From an optimization exercise on the open Yosys and OpenROAD flow, aimed at small area, a short achievable clock period and few clock cycles; shortcuts taken in it are not production practice. At most, simulation tests tie the RTL to the original design; equivalence was not proved. For runs 1 to 3, only the layout was checked, not whether the RTL still works.

==> design.v <==
package sdi_pkg;
  localparam int POS_W  = 24;
  localparam int PRS_W  = 17;
  localparam int SIZE_W = 14;
  localparam int ADDR_W = 3;
  localparam int DATA_W = 32;
  localparam logic [PRS_W-1:0]  P_ONE      = 17'h10000;
  localparam logic [SIZE_W-1:0] SIZE_RESET = 14'd160;
  localparam logic              REG_SIZE   = 1'b0;
endpackage
import sdi_pkg::*;
module sdi_cfg
(
  input  logic              clk_i,
  input  logic              rst_ni,
  input  logic              psel,
  input  logic              penable,
  input  logic              pwrite,
  input  logic [ADDR_W-1:0] paddr,
  input  logic [DATA_W-1:0] pwdata,
  output logic [DATA_W-1:0] prdata,
  output logic              pready,
  output logic [SIZE_W-1:0] brush_size_o,
  output logic              wr_o
);
  logic [SIZE_W-1:0] size_q;
  logic              wr_en;
  assign pready = 1'b1;
  assign wr_en  = psel && penable && pwrite && (paddr[2] == REG_SIZE);
  assign wr_o   = wr_en;
  always_ff @(posedge clk_i or negedge rst_ni) begin
    if (!rst_ni) begin
      size_q <= SIZE_RESET;
    end else if (wr_en) begin
      size_q <= pwdata[SIZE_W-1:0];
    end
  end
  assign prdata       = (paddr[2] == REG_SIZE) ? DATA_W'(size_q) : '0;
  assign brush_size_o = size_q;
endmodule
module sdi_log #(
  parameter int W = 19
) (
  input  logic [W-1:0] x_i,
  output logic [12:0]  l_o
);
  logic [31:0]   s0, s1, s2, s3, s4, s5;
  logic [4:0]    z;
  logic [4:0]    e;
  logic [5:0]    m;
  logic [7:0]    t;
  assign s0   = {x_i, {(32-W){1'b0}}};
  assign z[4] = (s0[31:16] == '0);
  assign s1   = z[4] ? {s0[15:0], 16'b0} : s0;
  assign z[3] = (s1[31:24] == '0);
  assign s2   = z[3] ? {s1[23:0], 8'b0} : s1;
  assign z[2] = (s2[31:28] == '0);
  assign s3   = z[2] ? {s2[27:0], 4'b0} : s2;
  assign z[1] = (s3[31:30] == '0);
  assign s4   = z[1] ? {s3[29:0], 2'b0} : s3;
  assign z[0] = !s4[31];
  assign s5   = z[0] ? {s4[30:0], 1'b0} : s4;
  assign e    = 5'(W - 1) - z;
  assign m    = s5[30 -: 6];
  always_comb begin
    unique case (m)
      6'd0: t = 8'd0;
      6'd1: t = 8'd5;
      6'd2: t = 8'd11;
      6'd3: t = 8'd16;
      6'd4: t = 8'd22;
      6'd5: t = 8'd27;
      6'd6: t = 8'd33;
      6'd7: t = 8'd38;
      6'd8: t = 8'd43;
      6'd9: t = 8'd48;
      6'd10: t = 8'd53;
      6'd11: t = 8'd58;
      6'd12: t = 8'd63;
      6'd13: t = 8'd68;
      6'd14: t = 8'd73;
      6'd15: t = 8'd77;
      6'd16: t = 8'd82;
      6'd17: t = 8'd87;
      6'd18: t = 8'd91;
      6'd19: t = 8'd96;
      6'd20: t = 8'd100;
      6'd21: t = 8'd104;
      6'd22: t = 8'd109;
      6'd23: t = 8'd113;
      6'd24: t = 8'd117;
      6'd25: t = 8'd121;
      6'd26: t = 8'd125;
      6'd27: t = 8'd129;
      6'd28: t = 8'd134;
      6'd29: t = 8'd138;
      6'd30: t = 8'd141;
      6'd31: t = 8'd145;
      6'd32: t = 8'd149;
      6'd33: t = 8'd153;
      6'd34: t = 8'd157;
      6'd35: t = 8'd161;
      6'd36: t = 8'd164;
      6'd37: t = 8'd168;
      6'd38: t = 8'd172;
      6'd39: t = 8'd175;
      6'd40: t = 8'd179;
      6'd41: t = 8'd182;
      6'd42: t = 8'd186;
      6'd43: t = 8'd189;
      6'd44: t = 8'd193;
      6'd45: t = 8'd196;
      6'd46: t = 8'd200;
      6'd47: t = 8'd203;
      6'd48: t = 8'd206;
      6'd49: t = 8'd209;
      6'd50: t = 8'd213;
      6'd51: t = 8'd216;
      6'd52: t = 8'd219;
      6'd53: t = 8'd222;
      6'd54: t = 8'd225;
      6'd55: t = 8'd229;
      6'd56: t = 8'd232;
      6'd57: t = 8'd235;
      6'd58: t = 8'd238;
      6'd59: t = 8'd241;
      6'd60: t = 8'd244;
      6'd61: t = 8'd247;
      6'd62: t = 8'd250;
      6'd63: t = 8'd253;
      default: t = 8'd0;
    endcase
  end
  assign l_o = (x_i == '0) ? 13'd0 : {e, t};
endmodule
module sdi_gtab (
  input  logic [5:0] i_i,
  output logic [7:0] g_o
);
  always_comb begin
    unique case (i_i)
      6'd0: g_o = 8'd248;
      6'd1: g_o = 8'd233;
      6'd2: g_o = 8'd218;
      6'd3: g_o = 8'd204;
      6'd4: g_o = 8'd191;
      6'd5: g_o = 8'd178;
      6'd6: g_o = 8'd166;
      6'd7: g_o = 8'd155;
      6'd8: g_o = 8'd144;
      6'd9: g_o = 8'd134;
      6'd10: g_o = 8'd125;
      6'd11: g_o = 8'd116;
      6'd12: g_o = 8'd108;
      6'd13: g_o = 8'd100;
      6'd14: g_o = 8'd93;
      6'd15: g_o = 8'd86;
      6'd16: g_o = 8'd79;
      6'd17: g_o = 8'd73;
      6'd18: g_o = 8'd68;
      6'd19: g_o = 8'd63;
      6'd20: g_o = 8'd58;
      6'd21: g_o = 8'd53;
      6'd22: g_o = 8'd49;
      6'd23: g_o = 8'd45;
      6'd24: g_o = 8'd42;
      6'd25: g_o = 8'd38;
      6'd26: g_o = 8'd35;
      6'd27: g_o = 8'd33;
      6'd28: g_o = 8'd30;
      6'd29: g_o = 8'd28;
      6'd30: g_o = 8'd25;
      6'd31: g_o = 8'd23;
      6'd32: g_o = 8'd21;
      6'd33: g_o = 8'd20;
      6'd34: g_o = 8'd18;
      6'd35: g_o = 8'd17;
      6'd36: g_o = 8'd15;
      6'd37: g_o = 8'd14;
      6'd38: g_o = 8'd13;
      6'd39: g_o = 8'd12;
      6'd40: g_o = 8'd11;
      6'd41: g_o = 8'd10;
      6'd42: g_o = 8'd9;
      6'd43: g_o = 8'd8;
      6'd44: g_o = 8'd8;
      6'd45: g_o = 8'd7;
      6'd46: g_o = 8'd7;
      6'd47: g_o = 8'd6;
      6'd48: g_o = 8'd5;
      6'd49: g_o = 8'd5;
      6'd50: g_o = 8'd5;
      6'd51: g_o = 8'd4;
      6'd52: g_o = 8'd4;
      6'd53: g_o = 8'd4;
      6'd54: g_o = 8'd3;
      6'd55: g_o = 8'd3;
      6'd56: g_o = 8'd3;
      6'd57: g_o = 8'd3;
      6'd58: g_o = 8'd2;
      6'd59: g_o = 8'd2;
      6'd60: g_o = 8'd2;
      6'd61: g_o = 8'd2;
      6'd62: g_o = 8'd2;
      6'd63: g_o = 8'd2;
      default: g_o = 8'd0;
    endcase
  end
endmodule
import sdi_pkg::*;
module sdi_mul
(
  input  logic [SIZE_W-1:0] size_i,
  input  logic [PRS_W-1:0]  p_i,
  output logic [SIZE_W-1:0] r_o
);
  logic [31:0] prod;
  assign prod = 32'(size_i) * 32'(p_i) + 32'd32768;
  assign r_o  = prod[16 +: SIZE_W];
endmodule
import sdi_pkg::*;
module stroke_dab_interpolator_top
#(
  parameter int MAX_DABS = 16
) (
  input  logic                     clk_i,
  input  logic                     rst_ni,
  input  logic                     psel,
  input  logic                     penable,
  input  logic                     pwrite,
  input  logic [ADDR_W-1:0]        paddr,
  input  logic [DATA_W-1:0]        pwdata,
  output logic [DATA_W-1:0]        prdata,
  output logic                     pready,
  input  logic                     in_valid_i,
  output logic                     in_ready_o,
  input  logic                     has_previous_i,
  input  logic signed [POS_W-1:0]  start_x_i,
  input  logic signed [POS_W-1:0]  start_y_i,
  input  logic [PRS_W-1:0]         start_pressure_i,
  input  logic signed [POS_W-1:0]  end_x_i,
  input  logic signed [POS_W-1:0]  end_y_i,
  input  logic [PRS_W-1:0]         end_pressure_i,
  output logic                     out_valid_o,
  input  logic                     out_ready_i,
  output logic signed [POS_W-1:0]  dab_x_o,
  output logic signed [POS_W-1:0]  dab_y_o,
  output logic [PRS_W-1:0]         dab_pressure_o,
  output logic [SIZE_W-1:0]        dab_radius_o,
  output logic                     last_o
);
  localparam logic [2:0] ST_IDLE = 3'd0;
  localparam logic [2:0] ST_S1   = 3'd1;
  localparam logic [2:0] ST_S2   = 3'd2;
  localparam logic [2:0] ST_S3   = 3'd3;
  localparam logic [2:0] ST_DONE = 3'd4;
  localparam logic [2:0] ST_SR   = 3'd5;
  localparam logic [2:0] ST_SC   = 3'd6;
  localparam logic [2:0] ST_SW   = 3'd7;
  localparam logic [1:0] N1  = 2'd0;
  localparam logic [1:0] N8  = 2'd1;
  localparam logic [1:0] N16 = 2'd2;
  logic [SIZE_W-1:0] size;
  logic              wr;
  sdi_cfg u_cfg (
    .clk_i        (clk_i),
    .rst_ni       (rst_ni),
    .psel         (psel),
    .penable      (penable),
    .pwrite       (pwrite),
    .paddr        (paddr),
    .pwdata       (pwdata),
    .prdata       (prdata),
    .pready       (pready),
    .brush_size_o (size),
    .wr_o         (wr)
  );
  logic [PRS_W-1:0] sp_sat, ep_sat;
  logic [POS_W:0]   dx_c, dy_c;
  assign sp_sat = (start_pressure_i > P_ONE) ? P_ONE : start_pressure_i;
  assign ep_sat = (end_pressure_i > P_ONE) ? P_ONE : end_pressure_i;
  assign dx_c   = {end_x_i[POS_W-1], end_x_i} - {start_x_i[POS_W-1], start_x_i};
  assign dy_c   = {end_y_i[POS_W-1], end_y_i} - {start_y_i[POS_W-1], start_y_i};
  logic             hp1;
  logic [POS_W:0]   dx1, dy1;
  logic [PRS_W-1:0] sps1, eps1;
  always_ff @(posedge clk_i) begin
    hp1  <= has_previous_i;
    dx1  <= dx_c;
    dy1  <= dy_c;
    sps1 <= has_previous_i ? sp_sat : ep_sat;
    eps1 <= ep_sat;
  end
  logic [2:0]       st_q;
  logic [PRS_W:0]   dp_c;
  logic [PRS_W-1:0] minp_c, lmx;
  logic [POS_W:0]   ndx_c, ndy_c;
  logic [POS_W-1:0] ax_c, ay_c;
  logic [18:0]      u_c, v_c;
  logic             big_c;
  logic [12:0]      lu, lv, lm;
  logic [12:0]      ls_q;
  assign dp_c   = {1'b0, eps1} - {1'b0, sps1};
  assign minp_c = dp_c[PRS_W] ? eps1 : sps1;
  assign ndx_c  = -dx1;
  assign ndy_c  = -dy1;
  assign ax_c   = dx1[POS_W] ? ndx_c[POS_W-1:0] : dx1[POS_W-1:0];
  assign ay_c   = dy1[POS_W] ? ndy_c[POS_W-1:0] : dy1[POS_W-1:0];
  assign u_c    = ax_c[18:0];
  assign v_c    = ay_c[18:0];
  assign big_c  = (|ax_c[POS_W-1:19]) | (|ay_c[POS_W-1:19]);
  assign lmx    = (st_q == ST_IDLE) ? PRS_W'(size) : minp_c;
  sdi_log #(.W(19))    u_lu (.x_i(u_c), .l_o(lu));
  sdi_log #(.W(19))    u_lv (.x_i(v_c), .l_o(lv));
  sdi_log #(.W(PRS_W)) u_lm (.x_i(lmx), .l_o(lm));
  always_ff @(posedge clk_i) begin
    if (st_q == ST_IDLE) ls_q <= lm;
  end
  logic [12:0]    lu2, lv2, lm2;
  logic           uz2, vz2, tv2;
  logic [1:0]     tn2;
  logic [PRS_W:0] dp2;
  always_ff @(posedge clk_i) begin
    lu2 <= lu;
    lv2 <= lv;
    lm2 <= lm;
    uz2 <= (u_c == '0);
    vz2 <= (v_c == '0);
    dp2 <= dp_c;
    tv2 <= !hp1 || big_c || (u_c == '0 && v_c == '0) || size == '0 || minp_c == '0;
    tn2 <= (!hp1 || (!big_c && u_c == '0 && v_c == '0)) ? N1 : N16;
  end
  logic signed [14:0] ld, eu, ev;
  logic [12:0]        lad;
  logic [14:0]        su, cu, sv, cv;
  logic [15:0]        eu_w, ev_w;
  logic [7:0]         gt;
  assign ld  = 15'(lu2) - 15'(lv2);
  assign lad = ld[14] ? 13'(-ld) : ld[12:0];
  logic [14:0] xu, xv, xm, xs;
  assign xu = {2'b00, lu2};
  assign xv = {2'b00, lv2};
  assign xm = ~{2'b00, lm2};
  assign xs = ~{2'b00, ls_q};
  assign su = xu ^ xm ^ xs;
  assign sv = xv ^ xm ^ xs;
  assign cu = {(xu[13:0] & xm[13:0]) | (xu[13:0] & xs[13:0]) | (xm[13:0] & xs[13:0]), 1'b1};
  assign cv = {(xv[13:0] & xm[13:0]) | (xv[13:0] & xs[13:0]) | (xm[13:0] & xs[13:0]), 1'b1};
  assign eu_w = {su, 1'b1} + {cu, 1'b1};
  assign ev_w = {sv, 1'b1} + {cv, 1'b1};
  assign eu   = eu_w[15:1];
  assign ev   = ev_w[15:1];
  sdi_gtab u_gt (.i_i(lad[9:4]), .g_o(gt));
  logic signed [14:0] e3;
  logic [7:0]         g3;
  always_ff @(posedge clk_i) begin
    e3 <= ld[14] ? ev : eu;
    g3 <= (uz2 || vz2 || (|lad[12:10])) ? 8'd0 : gt;
  end
  logic signed [16:0] eg;
  logic               c16_t, c16_f, c8_t, c8_f;
  logic               fast_ok;
  logic [1:0]         n_fast;
  assign eg    = {e3[14], e3, 1'b0} + 17'(g3);
  assign c16_t = (eg >= -17'sd5588);    
  assign c16_f = (eg <= -17'sd5662);    
  assign c8_t  = (eg >= -17'sd6100);    
  assign c8_f  = (eg <= -17'sd6174);    
  always_comb begin
    fast_ok = 1'b1;
    if (tv2)                n_fast = tn2;
    else if (c16_t)         n_fast = N16;
    else if (c16_f && c8_t) n_fast = N8;
    else if (c8_f)          n_fast = N1;
    else begin
      n_fast  = N1;
      fast_ok = 1'b0;
    end
  end
  logic [1:0]         n_q;
  logic signed [34:0] h_q;
  logic [29:0]        r_q;
  logic [4:0]         j_q;
  logic [1:0]         sub_q;
  logic               sticky_q;
  logic               k_q;       
  logic [31:0]        a_full, b_full;
  logic               opbit;
  logic [34:0]        opval;
  logic               opsub;
  logic [34:0]        opa, opb, hsum;
  logic [35:0]        hsum_w;
  logic signed [34:0] hsum_s;
  logic signed [34:0] hnext;
  logic               c_exact;
  assign a_full = k_q ? {1'b0, u_c, 12'b0} : {2'b0, u_c, 11'b0};
  assign b_full = k_q ? {1'b0, v_c, 12'b0} : {2'b0, v_c, 11'b0};
  always_comb begin
    opbit = 1'b0;
    opval = '0;
    opsub = 1'b0;
    if (st_q == ST_SR) begin
      opbit = size[j_q[3:0]];
      opval = 35'(minp_c);
    end else begin
      unique case (sub_q)
        2'd0: begin
          opbit = (j_q < 5'd30) ? r_q[j_q] : 1'b0;
          opval = 35'(r_q);
        end
        2'd1: begin
          opbit = a_full[j_q];
          opval = 35'(a_full);
          opsub = 1'b1;
        end
        default: begin
          opbit = b_full[j_q];
          opval = 35'(b_full);
          opsub = 1'b1;
        end
      endcase
    end
  end
  assign opa     = (st_q == ST_SR) ? {h_q[33:0], 1'b0} : h_q;
  assign opb     = opbit ? (opsub ? ~opval : opval) : (opsub ? '1 : '0);
  assign hsum_w  = {opa, 1'b1} + {opb, opsub};
  assign hsum    = hsum_w[35:1];
  assign hsum_s  = hsum;
  assign hnext   = hsum_s >>> 1;
  assign c_exact = hnext[34] || ((hnext == '0) && !(sticky_q || hsum[0]));
  logic [1:0]  n_p1;
  logic [20:0] p1_n;
  assign n_p1 = (st_q == ST_S3) ? n_fast : n_q;
  always_comb begin
    unique case (n_p1)
      N16:     p1_n = {sps1, 4'b1000} + {{3{dp2[PRS_W]}}, dp2};
      N8:      p1_n = {sps1, 4'b1000} + {{2{dp2[PRS_W]}}, dp2, 1'b0};
      default: p1_n = {sps1, 4'b0000} + {dp2[16:0], 4'b0000};
    endcase
  end
  logic                ov_q, last_q;
  logic [3:0]          cnt_q;
  logic [27:0]         ax_q, ay_q;
  logic [25:0]         dxs_q, dys_q;
  logic [PRS_W-1:0]    ap_q;
  logic [20:0]         pn_q;
  logic [18:0]         dps_q;
  logic [SIZE_W-1:0]   rad_q;
  logic                pnp_q;
  logic                ir0_q, ir1_q;
  logic                done, lsel, accept, take, step;
  logic                p1_av, pn_free;
  logic                n1, n8, n16;
  logic [27:0]         dxs_n, dys_n;
  logic [18:0]         dps_n;
  logic [27:0]         xa, xb, ya, yb, xsum, ysum;
  logic [20:0]         pb, psum;
  logic [SIZE_W-1:0]   rad_n;
  assign done   = (st_q == ST_DONE);
  assign lsel   = done && (!ov_q || last_q);
  assign in_ready_o = ir0_q || (ir1_q && out_ready_i);
  assign accept = in_valid_i && in_ready_o;
  assign take   = ov_q && out_ready_i;
  assign step   = take && !last_q;
  assign n1     = (n_q == N1);
  assign n8     = (n_q == N8);
  assign n16    = (n_q == N16);
  assign dxs_n = n16 ? {{3{dx1[POS_W]}}, dx1} : (n8 ? {{2{dx1[POS_W]}}, dx1, 1'b0} : {dx1[23:0], 4'b0000});
  assign dys_n = n16 ? {{3{dy1[POS_W]}}, dy1} : (n8 ? {{2{dy1[POS_W]}}, dy1, 1'b0} : {dy1[23:0], 4'b0000});
  assign dps_n = n16 ? {dp2[PRS_W], dp2} : (n8 ? {dp2, 1'b0} : '0);
  assign xa   = lsel ? {start_x_i, n1 ? 4'b0000 : 4'b1000} : ax_q;
  assign xb   = lsel ? dxs_n : {{2{dxs_q[25]}}, dxs_q};
  assign ya   = lsel ? {start_y_i, n1 ? 4'b0000 : 4'b1000} : ay_q;
  assign yb   = lsel ? dys_n : {{2{dys_q[25]}}, dys_q};
  assign xsum = xa + xb;
  assign ysum = ya + yb;
  assign pb   = lsel ? {{2{dps_n[18]}}, dps_n} : {{2{dps_q[18]}}, dps_q};
  assign psum = pn_q + pb;
  sdi_mul u_mul (
    .size_i (size),
    .p_i    (pn_q[20:4]),
    .r_o    (rad_n)
  );
  always_ff @(posedge clk_i) begin
    if (accept) begin
      dxs_q  <= dxs_n[25:0];
      dys_q  <= dys_n[25:0];
      dps_q  <= dps_n;
      cnt_q  <= n16 ? 4'd15 : (n8 ? 4'd7 : 4'd0);
      last_q <= n1;
    end else if (step) begin
      cnt_q  <= cnt_q - 4'd1;
      last_q <= (cnt_q == 4'd1);
    end
    if (accept || step) begin
      ax_q  <= xsum;
      ay_q  <= ysum;
      ap_q  <= pn_q[20:4];
      rad_q <= rad_n;
    end
  end
  assign p1_av   = done || (st_q == ST_S3 && fast_ok);
  assign pn_free = !ov_q || last_q || (step && cnt_q == 4'd1);
  always_ff @(posedge clk_i) begin
    if (accept || (step && !(cnt_q == 4'd1 && p1_av))) begin
      pn_q <= psum;
    end else if (pn_free && p1_av) begin
      pn_q <= p1_n;
    end
  end
  logic [2:0] st_n;
  logic       ov_n, last_n, pnp_n;
  assign ov_n   = accept ? 1'b1 : ((take && last_q) ? 1'b0 : ov_q);
  assign last_n = accept ? n1 : (step ? (cnt_q == 4'd1) : last_q);
  assign pnp_n  = (accept || (st_q != ST_DONE && !(st_q == ST_S3 && fast_ok))) ? 1'b0
                : ((pn_free && p1_av) ? 1'b1 : pnp_q);
  always_comb begin
    st_n = st_q;
    if (!in_valid_i || accept || wr) begin
      st_n = ST_IDLE;
    end else begin
      unique case (st_q)
        ST_IDLE: st_n = ST_S1;
        ST_S1:   st_n = ST_S2;
        ST_S2:   st_n = ST_S3;
        ST_S3:   st_n = fast_ok ? ST_DONE : ST_SR;
        ST_SR:   if (j_q == 5'd0) st_n = ST_SC;
        ST_SC:   st_n = ST_SW;
        ST_SW:   if (sub_q == 2'd2 && j_q == 5'd31) st_n = ST_DONE;
        default: ;
      endcase
    end
  end
  always_ff @(posedge clk_i or negedge rst_ni) begin
    if (!rst_ni) begin
      st_q  <= ST_IDLE;
      ov_q  <= 1'b0;
      pnp_q <= 1'b0;
      ir0_q <= 1'b0;
      ir1_q <= 1'b0;
    end else begin
      st_q  <= st_n;
      ov_q  <= ov_n;
      pnp_q <= pnp_n;
      ir0_q <= (st_n == ST_DONE) && pnp_n && !ov_n;
      ir1_q <= (st_n == ST_DONE) && pnp_n && last_n;
    end
  end
  always_ff @(posedge clk_i) begin
    unique case (st_q)
      ST_S3: begin
        n_q   <= n_fast;
        k_q   <= !c16_t && c16_f;
        h_q   <= '0;
        j_q   <= 5'd13;
      end
      ST_SR: begin
        h_q <= hsum;
        j_q <= j_q - 5'd1;
      end
      ST_SC: begin
        r_q      <= h_q[29:0];
        h_q      <= '0;
        j_q      <= 5'd0;
        sub_q    <= 2'd0;
        sticky_q <= 1'b0;
      end
      ST_SW: begin
        if (sub_q == 2'd2) begin
          h_q      <= hnext;
          sticky_q <= sticky_q || hsum[0];
          j_q      <= j_q + 5'd1;
          sub_q    <= 2'd0;
          if (j_q == 5'd31) begin
            n_q <= k_q ? (c_exact ? N8 : N1) : (c_exact ? N16 : N8);
          end
        end else begin
          h_q   <= hsum;
          sub_q <= sub_q + 2'd1;
        end
      end
      default: ;
    endcase
  end
  assign out_valid_o    = ov_q;
  assign dab_x_o        = ax_q[27:4];
  assign dab_y_o        = ay_q[27:4];
  assign dab_pressure_o = ap_q;
  assign dab_radius_o   = rad_q;
  assign last_o         = last_q;
endmodule
==> flow/run.sh <==
#!/bin/bash
# Standard layout (the standard.sh: the standard synthesis and ORFS flow, unchanged),
# with repair_timing asked for setup slack margin against the design's clock so that the
# resizer keeps working on the critical paths. Make's output goes to standard.log.
set -euo pipefail
bash standard.sh SETUP_SLACK_MARGIN=8.6 TNS_END_PERCENT=100 finish > standard.log 2>&1
==> standard.sh <==
#!/bin/bash
# synth_recipe.tcl (not shown) runs the flow's synth.tcl, then flattens the netlist and writes it again
# the make line also repeats each setting of config.mk as NAME=value (left out here)
make -C /OpenROAD-flow-scripts/flow DESIGN_CONFIG=/design/flow/config.mk WORK_HOME=/design/flow/orfs CLKGATE_MAP_FILE= SYNTH_SCRIPT=/design/flow/synth_recipe.tcl "${@:-finish}"
==> config.mk <==
export PLATFORM = sky130hd
export DESIGN_NAME = stroke_dab_interpolator_top
export DESIGN_NICKNAME = stroke_dab_interpolator_top
export VERILOG_FILES = /design/flow/design.v
export SDC_FILE = /design/flow/constraint.sdc
export NUM_CORES = 4
export LEC_CHECK = 0
export CAP_MARGIN = 20
export CORE_MARGIN = 2
export CORE_UTILIZATION = 40
export SLEW_MARGIN = 20
==> constraint.sdc <==
create_clock -name core_clock -period 15.0 [get_ports {clk_i}]
set_input_delay 3.0000 -clock core_clock [delete_from_list [all_inputs] [get_ports {clk_i}]]
set_output_delay 3.0000 -clock core_clock [all_outputs]
set_load 0.01 [all_outputs]
==> metrics.md, run 1 <==
| Metric | Value |
|---|---|
| Count of input and output buffers | `between 200 and 250` |
| Final worst path period need | `between 7 and 8 ns` |
| Startpoint class of the critical path | `register` |
| DRT Pass-1 Iters | `8` |
| Adder-cell share of the synthesized area | `between 20% and 30%` |
| Relative area change from synthesis to final layout | `20.8%` |
| Fin Setup TNS | `0 ns` |
| Yosys top cell area share | `roughly 18%` |
| Number of global-route vias before repair | `between 30000 and 40000` |
| Antenna-violating nets left | `0` |
| Status | `no timing/DRC/antenna violations` |
| Remaining design rule violation count | `0` |
| Sinks on Clock Net | `463` |
| Primary flip-flop cell chosen by synthesis mapping | `edfxtp_1` |
| Leading post-synthesis cells by cell area | `edfxtp_1, ha_1, fa_1` |
| Required time of the worst setup path | `15.42 ns` |
| Average routed wire per standard cell | `slightly below 20 um` |
| Pin count of the biggest net entering global routing | `144` |
| Layout cell share with drive strength beyond 1 | `14.7%` |
| Fill cell instance count of the final layout | `roughly 11000` |
| GR Util All Layers | `about a quarter` |
| Dominant combinational cell family by area after synthesis | `adder cells` |
| Synthesized cell area | `~0.046 mm2` |
| YS warnings | `5` |
| CP peak stage delay | `roughly 0.56 ns` |
| Slowest stage cell, crit path | `or4_4` |
| Half-perimeter wire length of the detailed placement result | `103000 um` |
| Final weighted congestion of routability-driven global placement | `about 0.91` |
| Clock tree from TritonCTS | `done` |
| Max Root-Sink Buffers | `3` |
| Synthesized-area fraction occupied by xor and xnor cells | `5.17%` |
| Worst slew margin relative to its limit | `between 30% and 40%` |
| Largest fanout of any net on the critical path | `9` |
| Total wire length after detailed routing | `approximately 140000 um` |
| Number of antenna violations at the first check in global routing | `4` |
| Fin crit share | `between 40% and 50%` |
| RSZ-0062 raised after global routing | `yes` |
| Worst hold path type | `reg2reg` |
| Width of the die | `342 um` |
| Clock network latency to the later pin of the worst-skew pair | `~0.70 ns` |
| Crit path kind | `reg2reg` |
| CP endpoint kind | `register` |
| Placeable core area | `0.113 mm2` |
| Effective utilization at floorplan | `40.4%` |
| TritonCTS buffer count | `57` |
| CTS root buffer | `clkbuf_16` |
| H-tree depth reported by CTS | `2` |
| First-iteration detailed-routing DRC count | `3092` |
| Synthesized area divided by synthesized cell count | `8.55 um2` |
| FP Rows | `roughly 120` |
| Slew Viols, Final | `0` |
| Global-route wire length before repair | `approximately 220000 um` |
| Final net count | `roughly 6500` |
| Dominant cell type by area after synthesis | `edfxtp_1` |
| Count of final setup violators | `0` |
| Worst clock skew on the final layout | `just over 0.06 ns` |
| Via-to-Cell Ratio | `5.59` |
| Final Hold Slack | `approximately 0.47 ns` |
| Count of cell types in the netlist | `between 100 and 150` |
| Synth async-reset ratio | `approximately 4.5%` |
| Height of the die | `roughly 340 um` |
| Synthesized-area fraction occupied by ao, oa, aoi and oai cells | `a little under a fifth` |
| Post-synthesis mux area share | `5.06%` |
| Mapped Cells | `5327` |
| Most common cell type on the critical path | `a21o_1` |
| I/O Pins | `between 200 and 300` |
| Clock-pin slew reported for the worst setup and hold paths after clock tree synthesis | `approximately 0.060 ns` |
| Highest attainable clock frequency | `about 140 MHz` |
| Number of enable flip-flop cells after synthesis | `between 200 and 300` |
| Crit path arrival time | `a little under 8 ns` |
| Max-cap violation count | `0` |
| Total Die Area | `around 0.12 mm2` |
| Transition time of the tightest slew-check pin | `1.01 ns` |
| Final count of hold timing violations | `0` |
| Share of synthesized area occupied by flip-flops and latches | `between 20% and 30%` |
| Leftover overflow at the end of global routing | `0` |
| Overall via count from detail_route | `between 40000 and 50000` |
| Number of synthesized register bits | `about 460` |
| Simple-gate area share of the yosys netlist | `17.0%` |
kinds of logic after synthesis:
logic type                 count (synthesis)
and+or+nand+nor                         1705
AOI/OAI and AO/OA                       1294
buffers and inverters                    768
adders and majority gates                625
DFF                                      463
xor gates and xnor gates                 269
muxes                                    201
other                                      2
flip-flops by register name, summed over array words and instances (netlist names), 8 cells and up:
signal,count
g3,8
ax_q,28
ay_q,28
u_cfg.size_q,14
dxs_q,26
dys_q,26
r_q,30
eps1,17
ls_q,13
ap_q,17
rad_q,14
pn_q,21
dps_q,19
dy1,25
lv2,13
e3,15
lm2,13
dp2,18
h_q,35
dx1,25
lu2,13
sps1,17
synthesized netlist by cell type (all sizes together), types with 14 or more instances:
cell type and instances:
a22o 37, o31ai 35, inv 452, nor2b 73, and2 124, dfrtp 19
xor2 78, a31oi 52, o21bai 37, a21o 72, a21oi 270, edfxtp 272
nand2 819, or2 22, fa 216, xnor2 191, mux2 63, and3 19
ha 409, nand4 24, nor3 89, a21boi 46, nor2 319, mux2i 121
o41ai 21, o21ai 385, o211ai 29, nand3 68, o21a 26, o22ai 66
nor4 29, buf 100, nand2b 36, or3 27, dfxtp 170, o311a 14
mux4 17, clkbuf 212, a211oi 30, nor3b 16
cells in the final DEF (no fill, tap or decap), types with 68 or more instances in the layout:
cell type        synthesis  layout
mux2i_1                121     110
xnor2_1                191     176
clkdlybuf4s50_1          0     231
xor2_1                  78      69
nor2_1                 319     304
clkbuf_16                0      68
edfxtp_1               272     272
a21oi_1                270     238
and2_1                 124     124
nand2_1                819     814
ha_1                   409     387
nor3_1                  87      81
o21ai_0                367     329
nor2b_1                 73      69
buf_4                   69     272
a21o_1                  71      71
inv_1                  448     438
fa_1                   216     212
dfxtp_1                170     156
layout make-up:
type	instances	area (um2)	share of cell area [%]
Timing Repair inverter	1	5.00	0.00909
Timing Repair Buffer	566	5120	9.30
Clock buffer	81	1820	3.31
Tap cell	1500	1880	3.41
Sequential cell	463	12200	22.1
Multi-Input combinational cell	4113	32100	58.2
Clock inverter	26	265	0.482
Antenna cell	2	5.00	0.00909
Inverter	456	1730	3.14
critical path, delay by kind of cell (launching register included):
| kind | cells | cell delay, ns |
|---|---|---|
| AND/OR/NAND/NOR | 6 | 1.66 |
| XOR/XNOR | 1 | 0.23 |
| adder cells (fa/ha/maj) | 2 | 0.52 |
| AO/OA/AOI/OAI | 21 | 3.82 |
| buffers and inverters | 1 | 0.16 |
| multiplexers | 1 | 0.25 |
| flip-flops | 1 | 0.38 |
routing by layer:
metal	part of all wire [%]	track usage, %	vias to the layer above
met5	0.0071	0	-
li1	-	-	19300
met4	2.9	6.61	2
met1	43	30.6	19600
met2	48	40.6	1203
met3	5.7	3.48	276
per-stage QoR:
step	cells	utilization, %	area [um2]	worst slack [ns]
floorplan	5344	-	45800	8.26
global placement	6844	43.6	49200	6.66
detailed placement	6844	43.6	49200	6.55
CTS	7165	47.8	53900	7.72
global route	7207	48.8	55000	7.40
finish	7208	48.8	55000	7.69
final timing paths:
path                       slack, ns  cells after the start                to    from
min in group asynchronous       2.72                      2   u_cfg.size_q[1]  rst_ni
min                             0.47                      0            r_q[4]  h_q[4]
max in group asynchronous      11.93                      2  u_cfg.size_q[13]  rst_ni
min reg2reg                     0.47                      0            r_q[4]  h_q[4]
max reg2reg                     7.69                     32            n_q[0]  dy1[5]
max                             7.69                     32            n_q[0]  dy1[5]
timing repair:
action	in CTS	in global routing
buffers inserted	213	40
setup endpoints to repair	84	88
hold buffers	0	0
pin swaps	121	80
gates resized for setup	277	175
cloned	1	1
==> run 2: changes to the inputs <==
==> run.sh (new file) <==
#!/bin/bash
# synth_recipe.tcl (not shown) runs the flow's synth.tcl, then flattens the netlist and writes it again
# the make line also repeats each setting of config.mk as NAME=value (left out here)
make -C /OpenROAD-flow-scripts/flow DESIGN_CONFIG=/design/flow/config.mk WORK_HOME=/design/flow/orfs CLKGATE_MAP_FILE= SYNTH_SCRIPT=/design/flow/synth_recipe.tcl finish
removed: flow/run.sh
removed: standard.sh
==> run 2 against run 1 <==
Net effect: die area is the same; core utilization shrank 3.4 points; clock skew about the same; critical path depth up 1; sequential cell count unchanged; worst hold slack lost 0.0045 ns; highest routed layer is now met4.
==> metrics.md, run 2 <==
| Metric | Value |
|---|---|
| Crit path kind | `reg2reg` |
| Pin count of the biggest net entering global routing | `133` |
| Total wire length after detailed routing | `roughly 130000 um` |
| Fin Setup TNS | `0 ns` |
| Layout cell share with drive strength beyond 1 | `just over 6%` |
| Count of final setup violators | `0` |
| Most numerous cell in the Yosys netlist | `nand2_1` |
| Status | `no timing/DRC/antenna violations` |
| Max Root-Sink Buffers | `3` |
| Count of input and output buffers | `248` |
| Leading post-synthesis cells by cell area | `edfxtp_1, ha_1, fa_1` |
| Transition time of the tightest slew-check pin | `about 1.2 ns` |
| Startpoint class of the critical path | `register` |
| Post-CTS Hold Buffers | `0` |
| Required time of the worst setup path | `roughly 15 ns` |
| Most used cells in the layout excluding fill and tap cells | `nand2_1, inv_1, ha_1, o21ai_0, nor2_1` |
| Yosys top cell area share | `between 10% and 20%` |
| H-tree depth reported by CTS | `2` |
| Global-route wire length before repair | `211000 um` |
| Placeable core area | `0.113 mm2` |
| Total Die Area | `~0.12 mm2` |
| Average routed wire per standard cell | `19.4 um` |
| Count of cell types in the netlist | `103` |
| Flip-flop count of the largest register, all copies and words added | `35` |
| Relative area change from synthesis to final layout | `12.4%` |
| Most common cell after layout, fill and taps aside | `nand2_1` |
| CP endpoint kind | `register` |
| GR Util All Layers | `around 23%` |
| Slowest stage cell, crit path | `nor4b_1` |
| TritonCTS buffer count | `between 50 and 60` |
| Most common cell type on the critical path | `a21o_1` |
| CTS root buffer | `clkbuf_16` |
| Overall via count from detail_route | `38700` |
| Sinks on Clock Net | `463` |
| Final worst path period need | `about 9 ns` |
| Leading post-synthesis cells by instance count | `nand2_1, inv_1, ha_1` |
| First-iteration detailed-routing DRC count | `3183` |
| Synth async-reset ratio | `around 4.5%` |
| Max-cap violation count | `0` |
| Mapped Cells | `5327` |
| Number of antenna violations at the first check in global routing | `7` |
| Largest fanout of any net on the critical path | `9` |
| Number of gates resized after cts | `0` |
| Final weighted congestion of routability-driven global placement | `around 0.9` |
| Final count of hold timing violations | `0` |
| Number of global-route vias before repair | `between 30000 and 40000` |
| Dominant cell type by area after synthesis | `edfxtp_1` |
| Number of enable flip-flop cells after synthesis | `about 270` |
| FP Rows | `~120` |
| Worst clock skew on the final layout | `0.0621 ns` |
| Slew Viols, Final | `0` |
| DRT Pass-1 Iters | `5` |
| Share of synthesized area occupied by flip-flops and latches | `between 20% and 30%` |
| Primary flip-flop cell chosen by synthesis mapping | `edfxtp_1` |
| Clock tree from TritonCTS | `done` |
| Number of synthesized register bits | `approximately 460` |
| Leftover overflow at the end of global routing | `0` |
| Final net count | `between 6000 and 7000` |
| Worst slew margin relative to its limit | `a little over a fifth` |
| Synthesized cell area | `between 0.04 and 0.05 mm2` |
| Final Hold Slack | `about 0.47 ns` |
| Half-perimeter wire length of the detailed placement result | `103000 um` |
| Instance area at placement | `~0.05 mm2` |
| Crit path arrival time | `between 9 and 10 ns` |
| RSZ-0062 raised after global routing | `no` |
| CP peak stage delay | `0.95 ns` |
| Effective utilization at floorplan | `between 40% and 50%` |
| Via-to-Cell Ratio | `about 5.6` |
| Count of buffers added by post-CTS timing repair for setup | `0` |
| Width of the die | `342 um` |
| Synthesized area divided by synthesized cell count | `about 8.6 um2` |
| Clock network latency to the later pin of the worst-skew pair | `0.70 ns` |
| Non-Filler Cell Area, Final | `around 0.05 mm2` |
| Clock-pin slew reported for the worst setup and hold paths after clock tree synthesis | `~0.060 ns` |
| Highest attainable clock frequency | `roughly 110 MHz` |
| Height of the die | `around 340 um` |
| Register with the highest flop count | `h_q` |
| Largest registers | `h_q: 35 flops, r_q: 30 flops` |
| Antenna-violating nets left | `0` |
| YS warnings | `5` |
| I/O Pins | `288` |
| Worst hold path type | `reg2reg` |
| Fin crit share | `approximately three fifths` |
| Remaining design rule violation count | `0` |
==> run 2: layout make-up <==
class	count	area, um2
diodes	2	5.00
clock buffers	78	1780
clock inverters	33	315
fillers	11000	61600
inverters	456	1710
multi-input cells	4113	30400
flip-flops and latches	463	12100
well taps	1500	1880
repair buffers	317	3020
==> run 2: metrics by stage <==
| step | util (%) | instances | setup WS, ns |
|---|---|---|---|
| 6_report | 45.4 | 6962 | 5.94 |
| 5_1_grt | 45.4 | 6960 | 5.41 |
| 4_1_cts | 45.4 | 6959 | 6.13 |
| 3_5_place_dp | 43.5 | 6848 | 6.18 |
| 3_3_place_gp | 43.5 | 6848 | 6.29 |
| 2_1_floorplan | - | 5344 | 3.58 |
==> run 2: path summary, 6_finish.rpt <==
check / start / endpoint / slack (ns) / depth (start not counted)
worst min-delay path: h_q[0] / r_q[0] / 0.47 / 0
worst max register to register: dx1[0] / n_q[0] / 5.94 / 33
worst min register to register: h_q[0] / r_q[0] / 0.47 / 0
min in group asynchronous: rst_ni / u_cfg.size_q[2] / 2.70 / 2
worst max-delay path: dx1[0] / n_q[0] / 5.94 / 33
max in group asynchronous: rst_ni / ir1_q / 11.95 / 2
==> run 2: worst max-delay path: cells and delay by family (launching register included) <==
kind,cells,cell delay [ns]
XOR/XNOR,2,0.38
adder cells (fa/ha/maj),3,1.00
AO/OA/AOI/OAI,20,4.66
multiplexers,1,0.15
AND/OR/NAND/NOR,5,1.74
flip-flops,1,0.47
buffers and inverters,2,0.42
==> run 2: cells by family after synthesis <==
kind of cell | count (synthesis) | synth area share (%)
other cells | 2 | 0.0165
mux | 201 | 5.06
xor+xnor | 269 | 5.17
fa+ha+maj | 625 | 20.7
buf+inv | 768 | 7.00
simple gates | 1705 | 17.0
flops | 463 | 26.6
compound gates | 1294 | 18.5
==> run 2: metal layers <==
metal	vias to the layer above	part of all wire, %	global-route usage (%)
met3	183	5.2	2.56
met2	1021	48	39.1
li1	18800	-	-
met5	-	0	0
met1	18700	44	30.3
met4	0	2.1	4.96
==> run 3: changes to the inputs <==
--- a/design.v
+++ b/design.v
@@ -249,14 +249,15 @@
   output logic [SIZE_W-1:0]        dab_radius_o,
   output logic                     last_o
 );
-  localparam logic [2:0] ST_IDLE = 3'd0;
-  localparam logic [2:0] ST_S1   = 3'd1;
-  localparam logic [2:0] ST_S2   = 3'd2;
-  localparam logic [2:0] ST_S3   = 3'd3;
-  localparam logic [2:0] ST_DONE = 3'd4;
-  localparam logic [2:0] ST_SR   = 3'd5;
-  localparam logic [2:0] ST_SC   = 3'd6;
-  localparam logic [2:0] ST_SW   = 3'd7;
+  localparam logic [3:0] ST_IDLE = 4'd0;
+  localparam logic [3:0] ST_S1   = 4'd1;
+  localparam logic [3:0] ST_S2   = 4'd2;
+  localparam logic [3:0] ST_S3   = 4'd3;
+  localparam logic [3:0] ST_DONE = 4'd4;
+  localparam logic [3:0] ST_SR   = 4'd5;
+  localparam logic [3:0] ST_SC   = 4'd6;
+  localparam logic [3:0] ST_SW   = 4'd7;
+  localparam logic [3:0] ST_SF   = 4'd8;
   localparam logic [1:0] N1  = 2'd0;
   localparam logic [1:0] N8  = 2'd1;
   localparam logic [1:0] N16 = 2'd2;
@@ -291,7 +292,7 @@
     sps1 <= has_previous_i ? sp_sat : ep_sat;
     eps1 <= ep_sat;
   end
-  logic [2:0]       st_q;
+  logic [3:0]       st_q;
   logic [PRS_W:0]   dp_c;
   logic [PRS_W-1:0] minp_c, lmx;
   logic [POS_W:0]   ndx_c, ndy_c;
@@ -330,42 +331,27 @@
     tv2 <= !hp1 || big_c || (u_c == '0 && v_c == '0) || size == '0 || minp_c == '0;
     tn2 <= (!hp1 || (!big_c && u_c == '0 && v_c == '0)) ? N1 : N16;
   end
-  logic signed [14:0] ld, eu, ev;
+  logic signed [14:0] ld, lr, lmax, e;
   logic [12:0]        lad;
-  logic [14:0]        su, cu, sv, cv;
-  logic [15:0]        eu_w, ev_w;
-  logic [7:0]         gt;
-  assign ld  = 15'(lu2) - 15'(lv2);
-  assign lad = ld[14] ? 13'(-ld) : ld[12:0];
-  logic [14:0] xu, xv, xm, xs;
-  assign xu = {2'b00, lu2};
-  assign xv = {2'b00, lv2};
-  assign xm = ~{2'b00, lm2};
-  assign xs = ~{2'b00, ls_q};
-  assign su = xu ^ xm ^ xs;
-  assign sv = xv ^ xm ^ xs;
-  assign cu = {(xu[13:0] & xm[13:0]) | (xu[13:0] & xs[13:0]) | (xm[13:0] & xs[13:0]), 1'b1};
-  assign cv = {(xv[13:0] & xm[13:0]) | (xv[13:0] & xs[13:0]) | (xm[13:0] & xs[13:0]), 1'b1};
-  assign eu_w = {su, 1'b1} + {cu, 1'b1};
-  assign ev_w = {sv, 1'b1} + {cv, 1'b1};
-  assign eu   = eu_w[15:1];
-  assign ev   = ev_w[15:1];
+  logic [7:0]         gt, gv;
+  logic signed [16:0] eg;
+  assign ld   = 15'(lu2) - 15'(lv2);
+  assign lr   = 15'(lm2) + 15'(ls_q);
+  assign lmax = ld[14] ? 15'(lv2) : 15'(lu2);
+  assign e    = lmax - lr;
+  assign lad  = ld[14] ? 13'(-ld) : ld[12:0];
   sdi_gtab u_gt (.i_i(lad[9:4]), .g_o(gt));
-  logic signed [14:0] e3;
-  logic [7:0]         g3;
+  assign gv = (uz2 || vz2 || (|lad[12:10])) ? 8'd0 : gt;
+  assign eg = {e[14], e, 1'b0} + 17'(gv);
+  logic c16_t, c16_f, c8_t, c8_f;
   always_ff @(posedge clk_i) begin
-    e3 <= ld[14] ? ev : eu;
-    g3 <= (uz2 || vz2 || (|lad[12:10])) ? 8'd0 : gt;
+    c16_t <= (eg >= -17'sd5588);    
+    c16_f <= (eg <= -17'sd5662);    
+    c8_t  <= (eg >= -17'sd6100);    
+    c8_f  <= (eg <= -17'sd6174);    
   end
-  logic signed [16:0] eg;
-  logic               c16_t, c16_f, c8_t, c8_f;
   logic               fast_ok;
   logic [1:0]         n_fast;
-  assign eg    = {e3[14], e3, 1'b0} + 17'(g3);
-  assign c16_t = (eg >= -17'sd5588);    
-  assign c16_f = (eg <= -17'sd5662);    
-  assign c8_t  = (eg >= -17'sd6100);    
-  assign c8_f  = (eg <= -17'sd6174);    
   always_comb begin
     fast_ok = 1'b1;
     if (tv2)                n_fast = tn2;
@@ -384,7 +370,6 @@
   logic [1:0]         sub_q;
   logic               sticky_q;
   logic               k_q;       
-  logic [31:0]        a_full, b_full;
   logic               opbit;
   logic [34:0]        opval;
   logic               opsub;
@@ -393,8 +378,11 @@
   logic signed [34:0] hsum_s;
   logic signed [34:0] hnext;
   logic               c_exact;
-  assign a_full = k_q ? {1'b0, u_c, 12'b0} : {2'b0, u_c, 11'b0};
-  assign b_full = k_q ? {1'b0, v_c, 12'b0} : {2'b0, v_c, 11'b0};
+  logic [34:0]        a_full, b_full;
+  logic [4:0]         jk;
+  assign a_full = k_q ? {{3{dx1[19]}}, dx1[19:0], 12'b0} : {{4{dx1[19]}}, dx1[19:0], 11'b0};
+  assign b_full = k_q ? {{3{dy1[19]}}, dy1[19:0], 12'b0} : {{4{dy1[19]}}, dy1[19:0], 11'b0};
+  assign jk     = j_q - (k_q ? 5'd12 : 5'd11);
   always_comb begin
     opbit = 1'b0;
     opval = '0;
@@ -409,14 +397,14 @@
           opval = 35'(r_q);
         end
         2'd1: begin
-          opbit = a_full[j_q];
-          opval = 35'(a_full);
-          opsub = 1'b1;
+          opbit = a_full[j_q] && (jk <= 5'd19);
+          opval = a_full;
+          opsub = (jk != 5'd19);
         end
         default: begin
-          opbit = b_full[j_q];
-          opval = 35'(b_full);
-          opsub = 1'b1;
+          opbit = b_full[j_q] && (jk <= 5'd19);
+          opval = b_full;
+          opsub = (jk != 5'd19);
         end
       endcase
     end
@@ -427,7 +415,7 @@
   assign hsum    = hsum_w[35:1];
   assign hsum_s  = hsum;
   assign hnext   = hsum_s >>> 1;
-  assign c_exact = hnext[34] || ((hnext == '0) && !(sticky_q || hsum[0]));
+  assign c_exact = h_q[34] || ((h_q == '0) && !sticky_q);
   logic [1:0]  n_p1;
   logic [20:0] p1_n;
   assign n_p1 = (st_q == ST_S3) ? n_fast : n_q;
@@ -508,7 +496,7 @@
       pn_q <= p1_n;
     end
   end
-  logic [2:0] st_n;
+  logic [3:0] st_n;
   logic       ov_n, last_n, pnp_n;
   assign ov_n   = accept ? 1'b1 : ((take && last_q) ? 1'b0 : ov_q);
   assign last_n = accept ? n1 : (step ? (cnt_q == 4'd1) : last_q);
@@ -526,7 +514,8 @@
         ST_S3:   st_n = fast_ok ? ST_DONE : ST_SR;
         ST_SR:   if (j_q == 5'd0) st_n = ST_SC;
         ST_SC:   st_n = ST_SW;
-        ST_SW:   if (sub_q == 2'd2 && j_q == 5'd31) st_n = ST_DONE;
+        ST_SW:   if (sub_q == 2'd2 && j_q == 5'd31) st_n = ST_SF;
+        ST_SF:   st_n = ST_DONE;
         default: ;
       endcase
     end
@@ -571,14 +560,12 @@
           sticky_q <= sticky_q || hsum[0];
           j_q      <= j_q + 5'd1;
           sub_q    <= 2'd0;
-          if (j_q == 5'd31) begin
-            n_q <= k_q ? (c_exact ? N8 : N1) : (c_exact ? N16 : N8);
-          end
         end else begin
           h_q   <= hsum;
           sub_q <= sub_q + 2'd1;
         end
       end
+      ST_SF: n_q <= k_q ? (c_exact ? N8 : N1) : (c_exact ? N16 : N8);
       default: ;
     endcase
   end
==> flow/run.sh (new file) <==
#!/bin/bash
# Standard layout (the standard.sh: the standard synthesis and ORFS flow, unchanged),
# with repair_timing asked for setup slack margin against the design's clock so that the
# resizer keeps working on the critical paths. Make's output goes to standard.log.
set -euo pipefail
bash standard.sh SETUP_SLACK_MARGIN=8.6 TNS_END_PERCENT=100 finish > standard.log 2>&1
==> standard.sh (new file) <==
#!/bin/bash
# synth_recipe.tcl (not shown) runs the flow's synth.tcl, then flattens the netlist and writes it again
# the make line also repeats each setting of config.mk as NAME=value (left out here)
make -C /OpenROAD-flow-scripts/flow DESIGN_CONFIG=/design/flow/config.mk WORK_HOME=/design/flow/orfs CLKGATE_MAP_FILE= SYNTH_SCRIPT=/design/flow/synth_recipe.tcl "${@:-finish}"
removed: run.sh
==> run 3 against run 2 <==
Net effect: routed wire length increased by 2.7%; non-clock buffer count grew 193; core utilization up 2.7 points; cell area is 7.2% higher; sequential share of layout area shrank 2.2 points; first-iteration DRC count decreased by 12%; critical endpoint is now rad_q[13]; largest cell class unchanged.
==> metrics.md, run 3 <==
| Metric | Value |
|---|---|
| Synthesized area divided by synthesized cell count | `8.59 um2` |
| Global-route wire length before repair | `approximately 210000 um` |
| Simple-gate area share of the yosys netlist | `17.2%` |
| RSZ-0062 raised after global routing | `yes` |
| Final Hold Slack | `about 0.51 ns` |
| Yosys top cell area share | `approximately 18%` |
| Dominant combinational cell family by area after synthesis | `adder cells` |
| Height of the die | `343 um` |
| Min-Delay Path Depth | `0` |
| Largest registers | `h_q: 35 flops, r_q: 30 flops` |
| Register area | `~0.012 mm2` |
| Count of final setup violators | `0` |
| Transition time of the tightest slew-check pin | `about 1.1 ns` |
| Dominant cell type by area after synthesis | `edfxtp_1` |
| YS warnings | `5` |
| Post-CTS Hold Buffers | `0` |
| Crit path kind | `reg2reg` |
| Worst Hold Endpoint | `r_q[0]` |
| Max-cap violation count | `0` |
| Total wire length after detailed routing | `approximately 140000 um` |
| Remaining design rule violation count | `0` |
| Number of synthesized register bits | `445` |
| Most numerous cell in the Yosys netlist | `nand2_1` |
| Relative area change from synthesis to final layout | `19.2%` |
| Clock-pin slew reported for the worst setup and hold paths after clock tree synthesis | `0.06 ns` |
| Primary flip-flop cell chosen by synthesis mapping | `edfxtp_1` |
| Width of the die | `between 300 and 400 um` |
| Leading post-synthesis cells by cell area | `edfxtp_1, ha_1, fa_1` |
| Number of enable flip-flop cells after synthesis | `~270` |
| First-iteration detailed-routing DRC count | `2814` |
| DRT Pass-1 Iters | `7` |
| Post-place setup slack | `just over 7 ns` |
| Startpoint of the worst hold path | `h_q[0]` |
| Total Die Area | `0.118 mm2` |
| Adder-cell share of the synthesized area | `19.7%` |
| TritonCTS buffer count | `between 50 and 60` |
| Number of antenna violations at the first check in global routing | `1` |
| Largest fanout of any net on the critical path | `5` |
| Startpoint class of the critical path | `register` |
| Fill cell instance count of the final layout | `10900` |
| Worst hold path type | `reg2reg` |
| I/O Pins | `between 200 and 300` |
| Fin Setup TNS | `0 ns` |
| CTS root buffer | `clkbuf_16` |
| Number of global-route vias before repair | `~39000` |
| Final net count | `approximately 6400` |
| Effective utilization at floorplan | `roughly 40%` |
| Slew Viols, Final | `0` |
| Average routed wire per standard cell | `approximately 19 um` |
| Final count of hold timing violations | `0` |
| Placeable core area | `0.114 mm2` |
| Sinks on Clock Net | `445` |
| Crit path arrival time | `7.03 ns` |
| Reg2reg start | `u_cfg.size_q[5]` |
| Most common cell after layout, fill and taps aside | `nand2_1` |
| Count of antenna diodes in the layout | `0` |
| Synthesized-area fraction occupied by ao, oa, aoi and oai cells | `between 10% and 20%` |
| Final worst path period need | `6.62 ns` |
| Antenna-violating nets left | `0` |
| Layout Cells excl Fill | `just over 7000` |
| Register with the highest flop count | `h_q` |
| Highest attainable clock frequency | `151 MHz` |
| Worst slew margin relative to its limit | `about a quarter` |
| Cells after DPL | `6877` |
| Layout cell share with drive strength beyond 1 | `between 15 and 20%` |
| Mapped Cells | `about 5400` |
| Area occupied by multi-input gates | `~0.033 mm2` |
| FP Rows | `roughly 120` |
| Count of input and output buffers | `around 250` |
| Count of cell types in the netlist | `between 100 and 150` |
| Setup slack of the critical path after layout | `around 8.4 ns` |
| Most used cells in the layout excluding fill and tap cells | `nand2_1, inv_1, ha_1, nor2_1, o21ai_0` |
| H-tree depth reported by CTS | `2` |
| CP endpoint kind | `register` |
| Clock network latency to the later pin of the worst-skew pair | `roughly 0.66 ns` |
| Synthesized cell area | `~0.046 mm2` |
| Synth async-reset ratio | `slightly below 5%` |
| GR Util All Layers | `22.5%` |
| Worst clock skew on the final layout | `slightly above 0.02 ns` |
| Leftover overflow at the end of global routing | `0` |
| Via-to-Cell Ratio | `about 5.6` |
| Flip-flop count of the largest register, all copies and words added | `35` |
| Share of synthesized area occupied by flip-flops and latches | `roughly a quarter` |
| Fin crit share | `roughly 44%` |
| Synthesized-area fraction occupied by xor and xnor cells | `just under 5%` |
| Worst reg2reg path depth | `26` |
| Pin count of the biggest net entering global routing | `just under 80` |
| Leading post-synthesis cells by instance count | `nand2_1, inv_1, ha_1` |
| Required time of the worst setup path | `roughly 15 ns` |
| Final weighted congestion of routability-driven global placement | `roughly 0.93` |
| Setup slack on the worst flop-to-flop path | `about 8.4 ns` |
| Post-synthesis mux area share | `6.81%` |
| Status | `no timing/DRC/antenna violations` |
| Max Root-Sink Buffers | `3` |
| Overall via count from detail_route | `approximately 40000` |
| Clock tree from TritonCTS | `done` |
| Worst reg2reg path endpoint | `rad_q[13]` |
| Half-perimeter wire length of the detailed placement result | `between 90000 and 100000 um` |
[run 3: cell count changes after synthesis, sizes merged, moves of 16 or more]
cell,change
and3,+16
buf,+23
dfxtp,-19
a21oi,+39
nand2,-108
mux2,+77
o22ai,-19
a211oi,+22
nor2,+70
a22o,+18
o21a,+16
o21ai,-45
[run 3: area by class of cell]
cell class	count	area share, %
timing repair inverter	3	0.0410
sequential	445	21.5
clock buffer	83	3.29
multi-input combinational	4161	59.6
tap	1512	3.45
clock inverter	27	0.387
timing repair buffer	510	8.67
inverter	447	3.11
[run 3: cell families after synthesis]
family,Yosys count
fa+ha+maj,603
compound gates,1301
flops,445
other cells,2
xor+xnor,259
simple gates,1710
mux,268
buf+inv,776
[run 3: stage by stage]
step           utilization, %  area (um2)
2_1_floorplan               -       46200
3_3_place_gp             43.3       49500
3_5_place_dp             43.3       49500
4_1_cts                  46.5       53100
5_1_grt                  48.1       54900
6_report                 48.1       54900
[run 3: routing by layer]
layer	track usage [%]	vias to the layer above	part of all wire, %
met3	2.73	215	5.0
li1	-	19300	-
met1	28.7	19500	43
met2	39.4	1094	49
met5	0	-	0
met4	7.51	0	3.0
[run 3: critical path, stage by stage (launching register included)]
cell,delay [ns]
dfstp_4,0.69
buf_6,0.13
nand2_4,0.04
fa_2,0.52
inv_2,0.04
fa_2,0.57
inv_2,0.04
fa_2,0.52
inv_2,0.04
fa_2,0.53
fa_2,0.43
fa_1,0.46
ha_1,0.31
nand3_1,0.08
nand2_1,0.07
a21oi_2,0.19
nand2_1,0.11
a21oi_4,0.18
o31ai_1,0.08
buf_4,0.15
o211ai_1,0.24
nand3_1,0.12
o2111a_2,0.18
o21a_1,0.20
o21a_1,0.20
o21ai_2,0.15
a31oi_1,0.10
[run 3: timing repair]
action / CTS / global route
pin swaps: 96 / 143
gates cloned: 6 / 3
buffers inserted: 105 / 87
setup endpoints to repair: 88 / 70
gates resized for setup: 256 / 271
[run 3: worst max path at each step]
| stage | from | to | slack [ns] |
|---|---|---|---|
| after global placement | start_y_i[0] | ay_q[26] | 7.25 |
| after CTS | out_ready_i | in_ready_o | 8.48 |
| after detailed placement | start_y_i[0] | ay_q[26] | 7.19 |
| after global routing | u_cfg.size_q[11] | rad_q[13] | 8.17 |
| final | u_cfg.size_q[5] | rad_q[13] | 8.38 |
| after floorplan | paddr[2] | prdata[10] | 8.62 |
==> run 4: changes to the inputs <==
--- a/design.v
+++ b/design.v
@@ -436,6 +436,7 @@
   logic [SIZE_W-1:0]   rad_q;
   logic                pnp_q;
   logic                ir0_q, ir1_q;
+  logic                lsel_q;
   logic                done, lsel, accept, take, step;
   logic                p1_av, pn_free;
   logic                n1, n8, n16;
@@ -445,7 +446,7 @@
   logic [20:0]         pb, psum;
   logic [SIZE_W-1:0]   rad_n;
   assign done   = (st_q == ST_DONE);
-  assign lsel   = done && (!ov_q || last_q);
+  assign lsel   = lsel_q;
   assign in_ready_o = ir0_q || (ir1_q && out_ready_i);
   assign accept = in_valid_i && in_ready_o;
   assign take   = ov_q && out_ready_i;
@@ -527,12 +528,14 @@
       pnp_q <= 1'b0;
       ir0_q <= 1'b0;
       ir1_q <= 1'b0;
+      lsel_q <= 1'b0;
     end else begin
       st_q  <= st_n;
       ov_q  <= ov_n;
       pnp_q <= pnp_n;
       ir0_q <= (st_n == ST_DONE) && pnp_n && !ov_n;
       ir1_q <= (st_n == ST_DONE) && pnp_n && last_n;
+      lsel_q <= (st_n == ST_DONE) && (!ov_n || last_n);
     end
   end
   always_ff @(posedge clk_i) begin
==> run 4 against run 3 <==
Net effect: fmax increased by 3.1%; cell area decreased by 0.24%; sequential share of layout area increased by 0.088 points; critical path depth decreased by 22; via count decreased by 2.2%; register-to-register slack improved by 0.20 ns; worst hold slack got worse by 0.0063 ns.
==> metrics.md, run 4 <==
| Metric | Value |
|---|---|
| Final net count | `6202` |
| Width of the die | `approximately 340 um` |
| Mapped Cells | `5173` |
| Placeable core area | `~0.11 mm2` |
| Cells after DPL | `around 6700` |
| Crit path kind | `in2out` |
| Setup slack on the worst flop-to-flop path | `8.58 ns` |
| Worst Hold Endpoint | `r_q[2]` |
| Effective utilization at floorplan | `approximately 40%` |
| Final worst path period need | `~6.4 ns` |
| Count of input and output buffers | `approximately 250` |
| GR Util All Layers | `approximately 22%` |
| Worst clock skew on the final layout | `slightly below 0.03 ns` |
| Reg2reg start | `u_cfg.size_q[7]` |
| Remaining design rule violation count | `0` |
| Min-Delay Path Depth | `0` |
| CP endpoint kind | `primary output` |
| Synth async-reset ratio | `~5.2%` |
| Clock network latency to the later pin of the worst-skew pair | `approximately 0.65 ns` |
| Global-route wire length before repair | `approximately 210000 um` |
| Height of the die | `around 340 um` |
| Synthesized-area fraction occupied by xor and xnor cells | `under 10%` |
| Total Die Area | `0.118 mm2` |
| Most numerous cell in the Yosys netlist | `nand2_1` |
| Worst reg2reg path endpoint | `rad_q[10]` |
| Antenna-violating nets left | `0` |
| Most used cells in the layout excluding fill and tap cells | `nand2_1, inv_1, ha_1, nor2_1, edfxtp_1` |
| Leading post-synthesis cells by cell area | `edfxtp_1, ha_1, fa_1` |
| Number of global-route vias before repair | `38200` |
| Leading post-synthesis cells by instance count | `nand2_1, inv_1, ha_1` |
| Half-perimeter wire length of the detailed placement result | `approximately 100000 um` |
| Dominant combinational cell family by area after synthesis | `adder cells` |
| Startpoint class of the critical path | `input port` |
| CTS root buffer | `clkbuf_16` |
| Overall via count from detail_route | `39300` |
| Post-synthesis mux area share | `a little under a tenth` |
| Primary flip-flop cell chosen by synthesis mapping | `edfxtp_1` |
| Transition time of the tightest slew-check pin | `1.09 ns` |
| Worst hold path type | `reg2reg` |
| Worst slew margin relative to its limit | `between 20% and 30%` |
| Number of enable flip-flop cells after synthesis | `272` |
| Synthesized cell area | `0.0460 mm2` |
| Max-cap violation count | `0` |
| Layout Cells excl Fill | `~7000` |
| Fin crit share | `between 40 and 50%` |
| DRT Pass-1 Iters | `6` |
| Synthesized area divided by synthesized cell count | `between 8 and 9 um2` |
| Layout cell share with drive strength beyond 1 | `roughly 17%` |
| CP peak stage delay | `around 0.13 ns` |
| Dominant cell type by area after synthesis | `edfxtp_1` |
| Pin count of the biggest net entering global routing | `100` |
| I/O Pins | `between 200 and 300` |
| Largest fanout of any net on the critical path | `2` |
| Worst reg2reg path depth | `24` |
| H-tree depth reported by CTS | `2` |
| Register with the highest flop count | `h_q` |
| TritonCTS buffer count | `55` |
| Post-place setup slack | `~6.3 ns` |
| Most common cell after layout, fill and taps aside | `nand2_1` |
| Synthesized-area fraction occupied by ao, oa, aoi and oai cells | `about 18%` |
| Startpoint of the worst hold path | `h_q[2]` |
| Via-to-Cell Ratio | `5.62` |
| Simple-gate area share of the yosys netlist | `15.3%` |
| Final count of hold timing violations | `0` |
| Max Root-Sink Buffers | `3` |
| Clock tree from TritonCTS | `done` |
| Average routed wire per standard cell | `roughly 20 um` |
| Number of antenna violations at the first check in global routing | `3` |
| Largest registers | `h_q: 35 flops, r_q: 30 flops` |
| Crit path arrival time | `about 3.4 ns` |
| Cell breakdown of the critical path | `buf_8 -> a21oi_4 -> inv_2 -> buf_6` |
| Count of final setup violators | `0` |
| Yosys top cell area share | `17.8%` |
| Number of synthesized register bits | `446` |
| Fin Setup TNS | `0 ns` |
| Leftover overflow at the end of global routing | `0` |
| RSZ-0062 raised after global routing | `yes` |
| Share of the core filled with cells in the final layout | `48.0%` |
| Required time of the worst setup path | `between 10 and 15 ns` |
| Final Hold Slack | `0.507 ns` |
| YS warnings | `5` |
| Highest attainable clock frequency | `156 MHz` |
| Slew Viols, Final | `0` |
| Status | `no timing/DRC/antenna violations` |
| Final weighted congestion of routability-driven global placement | `between 0.9 and 1` |
| Flip-flop count of the largest register, all copies and words added | `35` |
| Share of synthesized area occupied by flip-flops and latches | `around 26%` |
| First-iteration detailed-routing DRC count | `3104` |
| Sinks on Clock Net | `between 400 and 500` |
| Setup slack of the critical path after layout | `~8.6 ns` |
| FP Rows | `between 100 and 150` |
| Relative area change from synthesis to final layout | `19.2%` |
| Total wire length after detailed routing | `136000 um` |
| Count of cell types in the netlist | `roughly 120` |
| Adder-cell share of the synthesized area | `a little under 20%` |
| Clock-pin slew reported for the worst setup and hold paths after clock tree synthesis | `around 0.06 ns` |
| Slowest stage cell, crit path | `a21oi_4` |
## run 4: cell types whose count changed in the layout (fill, tap and decap cells not counted), sizes merged, moves of 13 or more
cell | previous run | this run
nand2 | 711 | 476
a21oi | 309 | 290
nor2 | 389 | 351
xnor2 | 176 | 201
a21o | 62 | 49
mux2 | 140 | 222
a211oi | 52 | 30
o22ai | 47 | 30
o21ai | 340 | 310
o21a | 42 | 58
xor2 | 83 | 69
## run 4: layout make-up
type | count | area [um2]
multi-input cells | 3959 | 32500
inverters | 458 | 1750
well taps | 1512 | 1890
fillers | 10800 | 59400
repair buffers | 505 | 4820
clock buffers | 84 | 1800
flip-flops and latches | 446 | 11800
repair inverters | 1 | 5.00
diodes | 2 | 5.00
clock inverters | 19 | 169
## run 4: layer usage
layer | global-route usage [%] | up-vias | share of wire, % | routed length (um)
li1 | - | 18800 | - | -
met1 | 31.5 | 19200 | 45 | 61700
met2 | 36.3 | 1146 | 46 | 62700
met3 | 2.80 | 187 | 5.8 | 7930
met4 | 5.56 | 0 | 2.6 | 3530
met5 | 0 | - | 0 | 0
## run 4: critical path: cells and delay by family
family	cells	cell delay [ns]
compound gates	1	0.13
buf+inv	3	0.29
## run 4: cell families (layout without fill, tap and decap cells)
kind of cell               Yosys count  in the layout
and+or+nand+nor                   1470           1470
AOI/OAI and AO/OA                 1233           1236
buffers and inverters              788           1067
adders and majority gates          603            603
DFF                                446            446
muxes                              361            361
xor gates and xnor gates           270            270
other                                2             21
## run 4: what timing repair did
item,4_1_cts,5_1_grt
resized for setup,262,225
buffers inserted,108,73
cloned,9,4
setup endpoints to repair,103,83
hold buffers,0,0
pin swaps,54,121
## run 4: worst max path at each step
stage	from	endpoint	slack, ns	depth (start not counted)
floorplan	u_cfg.size_q[2]	rad_q[13]	8.61	24
global placement	sub_q[0]	h_q[31]	6.31	28
detailed placement	sub_q[0]	h_q[31]	6.26	29
CTS	k_q	h_q[32]	8.41	29
global route	lv2[2]	c8_t	8.32	32
finish	out_ready_i	in_ready_o	8.58	4
## run 4: metrics by stage
stage	instance area [um2]
floorplan	46100
global placement	49500
detailed placement	49500
CTS	53100
global route	54800
finish	54800
Testbench counts of run 4, summed over its fixed seeds: cycles 5,173.

-- static timing again, ports no longer ideal --
In the flow no input, the clock included, has a driving cell. The finished layouts below were timed again as built, in two steps. Step 1 (the two cells are an assumption about what drives the block):
set clk [get_ports {clk_i}]
set_driving_cell -lib_cell sky130_fd_sc_hd__clkbuf_16 $clk
set_driving_cell -lib_cell sky130_fd_sc_hd__buf_2 [delete_from_list [all_inputs] $clk]
Step 2 also shifts input and output timing later by t, the mid clock arrival at the registers, as if the neighbouring blocks saw the same clock. Slacks: no drivers / after step 1 / after step 2; pairs: no drivers / after step 1.
| run | t, ns | setup WS [ns] | worst hold slack (ns) |
|---|---|---|---|
| run 1 | 0.734 | 7.688 / 7.688 / 7.688 | 0.473 / 0.473 / 0.473 |
| run 2 | 0.741 | 5.944 / 5.944 / 5.944 | 0.469 / 0.469 / 0.469 |
| run 3 | 0.724 | 8.377 / 8.377 / 8.064 | 0.513 / 0.513 / 0.513 |
| run 4 | 0.706 | 8.579 / 8.537 / 8.121 | 0.507 / 0.507 / 0.507 |
After both steps setup and hold are still met in every run listed. The setup slack of run 4, which loses most, moves by -0.042 ns with the drivers and by -0.458 ns with both steps.
